This is an optimization exercise on Yosys and OpenROAD, whose aim is small area and a short achievable clock period, not a production implementation. Only simulation tests tie the RTL to the original design; equivalence was not proved.

File: design/flow/design.v
`default_nettype none
`timescale 1ns/1ns
package board_pkg;
    localparam int grid_dim  = 4;   
    localparam int num_cells = grid_dim * grid_dim;
    localparam int tile_w    = 4;
    typedef logic [tile_w-1:0] tile_t;
    localparam tile_t tile_max = tile_t'(15);
    typedef tile_t [num_cells-1:0] grid_t;
    typedef tile_t [grid_dim-1:0] line_t;
    typedef enum logic [1:0] {
        dir_left  = 2'd0,
        dir_right = 2'd1,
        dir_up    = 2'd2,
        dir_down  = 2'd3
    } dir_e;
    typedef struct packed {
        logic                         en;
        logic [$clog2(num_cells)-1:0] loc;
        tile_t                        value;
    } preset_t;
endpackage
`default_nettype wire
`default_nettype none
`timescale 1ns/1ns
module line_slider (
    input  wire [15:0]            line_in,
    output logic [15:0]           line_out,
    output logic [3:0]            merged
);
    localparam int dim = board_pkg::grid_dim;
    logic [19:0] comp;
    always_comb begin
        int n;
        comp = '0;
        n    = 0;
        for (int i = 0; i < dim; i++) begin
            if (line_in[i*4 +: 4] != 4'd0) begin
                comp[n*4 +: 4] = line_in[i*4 +: 4];
                n++;
            end
        end
    end
    always_comb begin
        int   n;
        logic skip;   
        line_out = '0;
        merged   = '0;
        n        = 0;
        skip     = 1'b0;
        for (int i = 0; i < dim; i++) begin
            if (skip) begin
                skip = 1'b0;
            end else if (comp[i*4 +: 4] != 4'd0) begin
                if (comp[i*4 +: 4] == comp[(i+1)*4 +: 4]) begin
                    if (comp[i*4 +: 4] == board_pkg::tile_max)
                        line_out[n*4 +: 4] = board_pkg::tile_max;   
                    else
                        line_out[n*4 +: 4] = comp[i*4 +: 4] + 4'd1;
                    merged[n] = 1'b1;
                    skip      = 1'b1;
                end else begin
                    line_out[n*4 +: 4] = comp[i*4 +: 4];
                end
                n++;
            end
        end
    end
endmodule
`default_nettype wire
`default_nettype none
`timescale 1ns/1ns
module board_mover (
    input  wire [63:0]            grid,
    input  wire [1:0]             dir,
    output logic [63:0]           next_grid,
    output logic [15:0]           merges
);
    localparam int dim = board_pkg::grid_dim;
    logic [63:0]   lines_in;
    logic [63:0]   lines_out;
    logic [15:0]   line_merged;
    function automatic int cell_of(input logic [1:0] d, input int k, input int i);
        case (d)
            2'd0:    cell_of = k * dim + i;
            2'd1:    cell_of = k * dim + (dim - 1 - i);
            2'd2:    cell_of = i * dim + k;
            default: cell_of = (dim - 1 - i) * dim + k;
        endcase
    endfunction
    always_comb begin
        for (int k = 0; k < dim; k++) begin
            for (int i = 0; i < dim; i++) begin
                lines_in[(k*dim + i)*4 +: 4] = grid[cell_of(dir, k, i)*4 +: 4];
            end
        end
    end
    for (genvar k = 0; k < dim; k++) begin : g_line
        line_slider u_line_slider (
            .line_in  (lines_in[k*16 +: 16]),
            .line_out (lines_out[k*16 +: 16]),
            .merged   (line_merged[k*4 +: 4])
        );
    end
    always_comb begin
        next_grid = '0;
        merges    = '0;
        for (int k = 0; k < dim; k++) begin
            for (int i = 0; i < dim; i++) begin
                next_grid[cell_of(dir, k, i)*4 +: 4] = lines_out[(k*dim + i)*4 +: 4];
                merges[cell_of(dir, k, i)]           = line_merged[k*dim + i];
            end
        end
    end
endmodule
`default_nettype wire
`default_nettype none
`timescale 1ns/1ns
module move_checker (
    input  wire [63:0]            grid,
    output logic                  movable
);
    localparam int dim = board_pkg::grid_dim;
    logic any_empty;
    logic any_pair;
    always_comb begin
        any_empty = 1'b0;
        for (int c = 0; c < board_pkg::num_cells; c++) begin
            if (grid[c*4 +: 4] == 4'd0)
                any_empty = 1'b1;
        end
    end
    always_comb begin
        any_pair = 1'b0;
        for (int r = 0; r < dim; r++) begin
            for (int c = 0; c < dim - 1; c++) begin
                if (grid[(r*dim + c)*4 +: 4] == grid[(r*dim + c + 1)*4 +: 4])
                    any_pair = 1'b1;   
            end
        end
        for (int r = 0; r < dim - 1; r++) begin
            for (int c = 0; c < dim; c++) begin
                if (grid[(r*dim + c)*4 +: 4] == grid[((r+1)*dim + c)*4 +: 4])
                    any_pair = 1'b1;   
            end
        end
    end
    assign movable = any_empty | any_pair;
endmodule
`default_nettype wire
`default_nettype none
`timescale 1ns/1ns
module tile_array (
    input  wire                       clk,
    input  wire                       rst,
    input  wire                       preset_en,
    input  wire [3:0]                 preset_loc,
    input  wire [3:0]                 preset_value,
    input  wire [3:0]                 move_req,
    input  wire [63:0]                moved_grid,
    input  wire [15:0]                moved_merges,
    output logic [63:0]               grid,
    output logic [1:0]                move_dir,
    output logic [3:0]                done,
    output logic [15:0]               merges
);
    logic move_go;
    assign move_go = (move_req != 4'b0000) && !preset_en;
    always_comb begin
        case (1'b1)
            move_req[1]: move_dir = board_pkg::dir_right;
            move_req[2]: move_dir = board_pkg::dir_up;
            move_req[3]: move_dir = board_pkg::dir_down;
            default:     move_dir = board_pkg::dir_left;
        endcase
    end
    always_ff @(posedge clk) begin
        if (!rst) begin
            grid   <= '0;
            done   <= 4'b0000;
            merges <= '0;
        end else begin
            done <= 4'b0000;   
            if (preset_en) begin
                grid[preset_loc*4 +: 4] <= preset_value;
                merges                  <= '0;
            end else if (move_go) begin
                grid   <= moved_grid;
                merges <= moved_merges;
                done   <= move_req;
            end
        end
    end
endmodule
`default_nettype wire
`default_nettype none
`timescale 1ns/1ns
module board_top (
    input  wire                     clk,
    input  wire                     rst,
    input  wire                     preset_ext,
    input  wire [3:0]               preset_location,
    input  wire [3:0]               value_from_preset,
    input  wire [3:0]               ready_from_global,
    output logic [63:0]             total_current_state,
    output logic [3:0]              board_done,
    output logic                    movable,
    output logic [15:0]             score
);
    logic [63:0]        moved_grid;
    logic [1:0]         move_dir;
    logic [15:0]        moved_merges;
    tile_array u_tile_array (
        .clk          (clk),
        .rst          (rst),
        .preset_en    (preset_ext),
        .preset_loc   (preset_location),
        .preset_value (value_from_preset),
        .move_req     (ready_from_global),
        .moved_grid   (moved_grid),
        .moved_merges (moved_merges),
        .grid         (total_current_state),
        .move_dir     (move_dir),
        .done         (board_done),
        .merges       (score)
    );
    board_mover u_board_mover (
        .grid      (total_current_state),
        .dir       (move_dir),
        .next_grid (moved_grid),
        .merges    (moved_merges)
    );
    move_checker u_move_checker (
        .grid    (total_current_state),
        .movable (movable)
    );
endmodule
`default_nettype wire
File: design/flow/run.sh
#!/bin/bash
# synth_recipe.tcl (not shown) runs the flow's synth.tcl, then flattens the netlist and writes it again
# the make line also repeats each setting of config.mk as NAME=value (left out here)
make -C /OpenROAD-flow-scripts/flow DESIGN_CONFIG=/design/flow/config.mk WORK_HOME=/design/flow/orfs CLKGATE_MAP_FILE= SYNTH_SCRIPT=/design/flow/synth_recipe.tcl finish
File: design/flow/config.mk
export PLATFORM = sky130hd
export DESIGN_NAME = board_top
export DESIGN_NICKNAME = board_top
export VERILOG_FILES = /design/flow/design.v
export SDC_FILE = /design/flow/constraint.sdc
export NUM_CORES = 4
export LEC_CHECK = 0
export CAP_MARGIN = 20
export CORE_MARGIN = 2
export CORE_UTILIZATION = 25
export PLACE_DENSITY = 0.5
export SLEW_MARGIN = 20
File: design/flow/constraint.sdc
create_clock -name core_clock -period 12.0 [get_ports {clk}]
set_input_delay 2.4000 -clock core_clock [delete_from_list [all_inputs] [get_ports {clk}]]
set_output_delay 2.4000 -clock core_clock [all_outputs]
set_load 0.01 [all_outputs]
==> out/qor.yml <==
end_kind: "register"
ys_warn_count: 4
cts_made_buffers: 9
cp.arrival_ns: 12.12
cap_viol_max_count: 0
finalCritPeriodShare: 0.981
async_flop_share: 0
crit_path_max_incr_delay_ns: 0.61
grtUsageMet2: 0.526
avgSynthCellArea_um2: 7.13
synth_cell_types: 150
nets: 5604
yosysTopAreaCell: "mux4_2"
crit_fanout: 12
via_per_inst: 6.68
htree_levels: 3
synthTopCellsByArea: "mux4_2, nand2_1, nor2_1, dfxtp_1, ha_1"
power_w: 0.00970
post-route-util: 0.351
finClkSkew_ns: 0.0162
drt-initial-drc-count: 8133
drtAntennaViolNets: 0
synth-edff-count: 0
drt_wl_total_um: 255000
vdd_drop_max_uv: 229
die_area_um2: 130000
area_growth_pct: 39.1
final_area_um2: 44100
grt_max_degree: 53
synth_top_area_share: 0.0859
critPathRequiredTime_ns: 12.35
cts.sinks: 84
start_util: 0.252
num_vias: 47700
tightest_slew_ns: 1.31
top_usage_layer: "met2"
antenna_found_initial: 23
overflow: 0
cts_tree: "built"
synthCells: 4450
clk_pin_slew_ns: 0.09
portBuffers: 99
period_needed_ns: 11.77
synth-main-ff-cell: "dfxtp_1"
grt.met1_usage: 0.480
die_w_um: 360
grt_pass1_wl_um: 348000
rsz0062_at_grt: "yes"
setup_viol: 0
finalHoldViolCount: 0
cts_hold_buf: 0
clock-root-buffer: "clkbuf_16"
drive_gt1_frac: 0.327
slowest_stage: "o22ai_2"
hpwl_um: 197000
coreArea_um2: 126000
worst-setup-path-type: "in2reg"
ios: 100
num_rows: 130
clk_path_buf_depth: 2
fin_ws_ns: 0.229
synth_seq_area_share: 0.0530
syn_area_um2: 31700
holdCritPathClass: "reg2reg"
outcome: "finished clean"
place_congestion: 1.08
slew_viol_final: 0
routedWlPerCell_um: 35.8
firstDrtPassIters: 8
crit_buf_inv: 14
drc: 0
grt_usage: 0.371
pre_cts_ws_ns: -0.631
met3_usage: 0.136
syn_nets: 4592
powerDensity_nw_per_um2: 220
die_h_um: 360
p_leak_nw: 17.5
critPathTopFamily: "compound AO/OA/AOI/OAI gates"
max_freq_ghz: 0.0850
grt_pass1_vias: 44400
slew_headroom: 0.117
start_kind: "input port"
synth-seq-cells: 84
clk_latency_ns: 0.41
place_area_um2: 42800
==> cell usage after synthesis (22+ instances only) <==
| master | instances |
|---|---|
| xor2_1 | 90 |
| buf_1 | 38 |
| nand4_1 | 41 |
| nor2_1 | 464 |
| o21a_1 | 26 |
| ha_1 | 123 |
| a22o_1 | 41 |
| o221ai_1 | 33 |
| o21ai_0 | 197 |
| nor2b_1 | 51 |
| and3_1 | 73 |
| or2_2 | 31 |
| buf_4 | 26 |
| a221o_1 | 23 |
| o22ai_1 | 98 |
| o31ai_1 | 45 |
| nor3_1 | 158 |
| a22oi_1 | 87 |
| a32o_1 | 25 |
| nor4_1 | 96 |
| o21ai_1 | 42 |
| o32ai_1 | 22 |
| nand3_1 | 163 |
| mux2_2 | 58 |
| a211oi_1 | 49 |
| buf_2 | 43 |
| xnor2_1 | 35 |
| buf_6 | 25 |
| inv_1 | 126 |
| nand2b_1 | 56 |
| and2_1 | 65 |
| a221oi_1 | 48 |
| a32oi_1 | 38 |
| dfxtp_1 | 84 |
| a21o_1 | 27 |
| a31oi_1 | 89 |
| mux2i_1 | 101 |
| mux4_2 | 121 |
| a21oi_1 | 220 |
| or3_1 | 45 |
| clkbuf_1 | 197 |
| nand2_1 | 477 |
| o211ai_1 | 33 |
==> sequential cells by signal, summed over array words and instances (netlist names) <==
register,flops
u_tile_array.grid,64
u_tile_array.merges,16
u_tile_array.done,4
==> worst paths after layout <==
path | to | startpoint | depth (start not counted) | slack [ns]
setup / recovery | u_tile_array.grid[62] | ready_from_global[2] | 45 | 0.23
hold / removal | u_tile_array.merges[14] | u_tile_array.merges[14] | 2 | 0.54
setup reg to reg | u_tile_array.grid[28] | u_tile_array.grid[34] | 39 | 2.72
hold reg to reg | u_tile_array.merges[14] | u_tile_array.merges[14] | 2 | 0.54
==> cells by family after synthesis <==
| group | share of synthesized area |
|---|---|
| compound gates | 0.348 |
| xor+xnor | 0.0350 |
| fa+ha+maj | 0.0510 |
| buf+inv | 0.0755 |
| flops | 0.0530 |
| mux | 0.147 |
| simple gates | 0.291 |
==> layer usage <==
metal	part of all wire	routed length (um)
met5	0.00084	213
met3	0.14	36000
met1	0.39	99600
met2	0.40	101000
met4	0.071	18100
==> final cells by class <==
type | count | area (um2)
Fill cell | 13600 | 81600
Multi-Input combinational cell | 3871 | 28600
Timing Repair Buffer | 1344 | 10800
Tap cell | 1650 | 2060
Sequential cell | 84 | 1680
Inverter | 152 | 594
Clock buffer | 9 | 225
Clock inverter | 6 | 138
Antenna cell | 13 | 32.5
==> layout by cell type (no fill, tap or decap), types with 27 or more instances in the layout <==
| cell type | Yosys | final |
|---|---|---|
| or2_2 | 31 | 29 |
| clkdlybuf4s50_1 | 0 | 98 |
| a211oi_1 | 49 | 42 |
| xnor2_1 | 35 | 34 |
| and3_1 | 73 | 69 |
| o31ai_1 | 45 | 44 |
| o21ai_0 | 197 | 189 |
| a21o_1 | 27 | 27 |
| a22oi_1 | 87 | 85 |
| nor2b_1 | 51 | 48 |
| nor4_1 | 96 | 91 |
| mux2i_1 | 101 | 101 |
| nand2_1 | 477 | 475 |
| buf_4 | 26 | 1203 |
| nor2_1 | 464 | 445 |
| and2_1 | 65 | 65 |
| nand4_1 | 41 | 41 |
| inv_1 | 126 | 123 |
| o211ai_1 | 33 | 33 |
| nor3_1 | 158 | 148 |
| a31oi_1 | 89 | 87 |
| o21ai_1 | 42 | 44 |
| o22ai_1 | 98 | 95 |
| nand3_1 | 163 | 162 |
| buf_12 | 9 | 35 |
| a21oi_1 | 220 | 209 |
| nand2b_1 | 56 | 55 |
| or3_1 | 45 | 44 |
| mux2_2 | 58 | 58 |
| ha_1 | 123 | 109 |
| o221ai_1 | 33 | 28 |
| mux4_2 | 121 | 121 |
| a22o_1 | 41 | 41 |
| xor2_1 | 90 | 90 |
| a221oi_1 | 48 | 40 |
| dfxtp_1 | 84 | 82 |
| a32oi_1 | 38 | 32 |
==> report_power, final <==
| group | internal (W) | switching (W) |
|---|---|---|
| combinational | 0.00373 | 0.00526 |
| clock | 0.000225 | 0.000167 |
| sequential | 0.000297 | 0.0000286 |
==> through the flow <==
| step | hold WS (ns) | TNS [ns] | instances |
|---|---|---|---|
| 6_report | 0.536 | 0 | 7129 |
| 3_3_place_gp | 0.524 | -26.13 | 7076 |
| 5_1_grt | 0.563 | -0.232 | 7117 |
| 4_1_cts | 0.543 | 0 | 7091 |
| 2_1_floorplan | 0.534 | 0 | 4450 |
| 3_5_place_dp | 0.529 | -21.97 | 7076 |
==> tightest hold or removal path, cell delays in order, from the launching register on <==
cell and delay [ns]:
dfxtp_1 0.33, o21ai_0 0.08, nor2_1 0.10
==> what timing repair did <==
item | 4_1_cts | 5_1_grt
buffers inserted | 0 | 25
resized for setup | 11 | 140
pin swaps | 0 | 24
endpoints found under the setup margin | 21 | 80

[afterwards: timing with drivers on the ports]
In the flow no input, the clock included, has a driving cell. The finished layout below was timed again as built, in two steps. Step 1 (the two cells are an assumption about what drives the block):
set clk [get_ports {clk}]
set_driving_cell -lib_cell sky130_fd_sc_hd__clkbuf_16 $clk
set_driving_cell -lib_cell sky130_fd_sc_hd__buf_2 [delete_from_list [all_inputs] $clk]
Step 2 times the ports against the registers' clock, not the clock port: input delays grow and output delays shrink by t, the midpoint of the rising clock arrivals with the driver on. Three values: ideal, step 1, step 2; two values: the first two.
t, ns: 0.452
slack for setup (ns): 0.229 / 0.261 / -0.191
worst register clock-pin slew, ns: 0.09 / 0.09
pins driven straight from the clock port: 1
Met with ideal ports but missed after step 2: setup timing in this run. For this run, drivers alone change the setup slack by +0.032 ns; drivers and shift together by -0.420 ns.
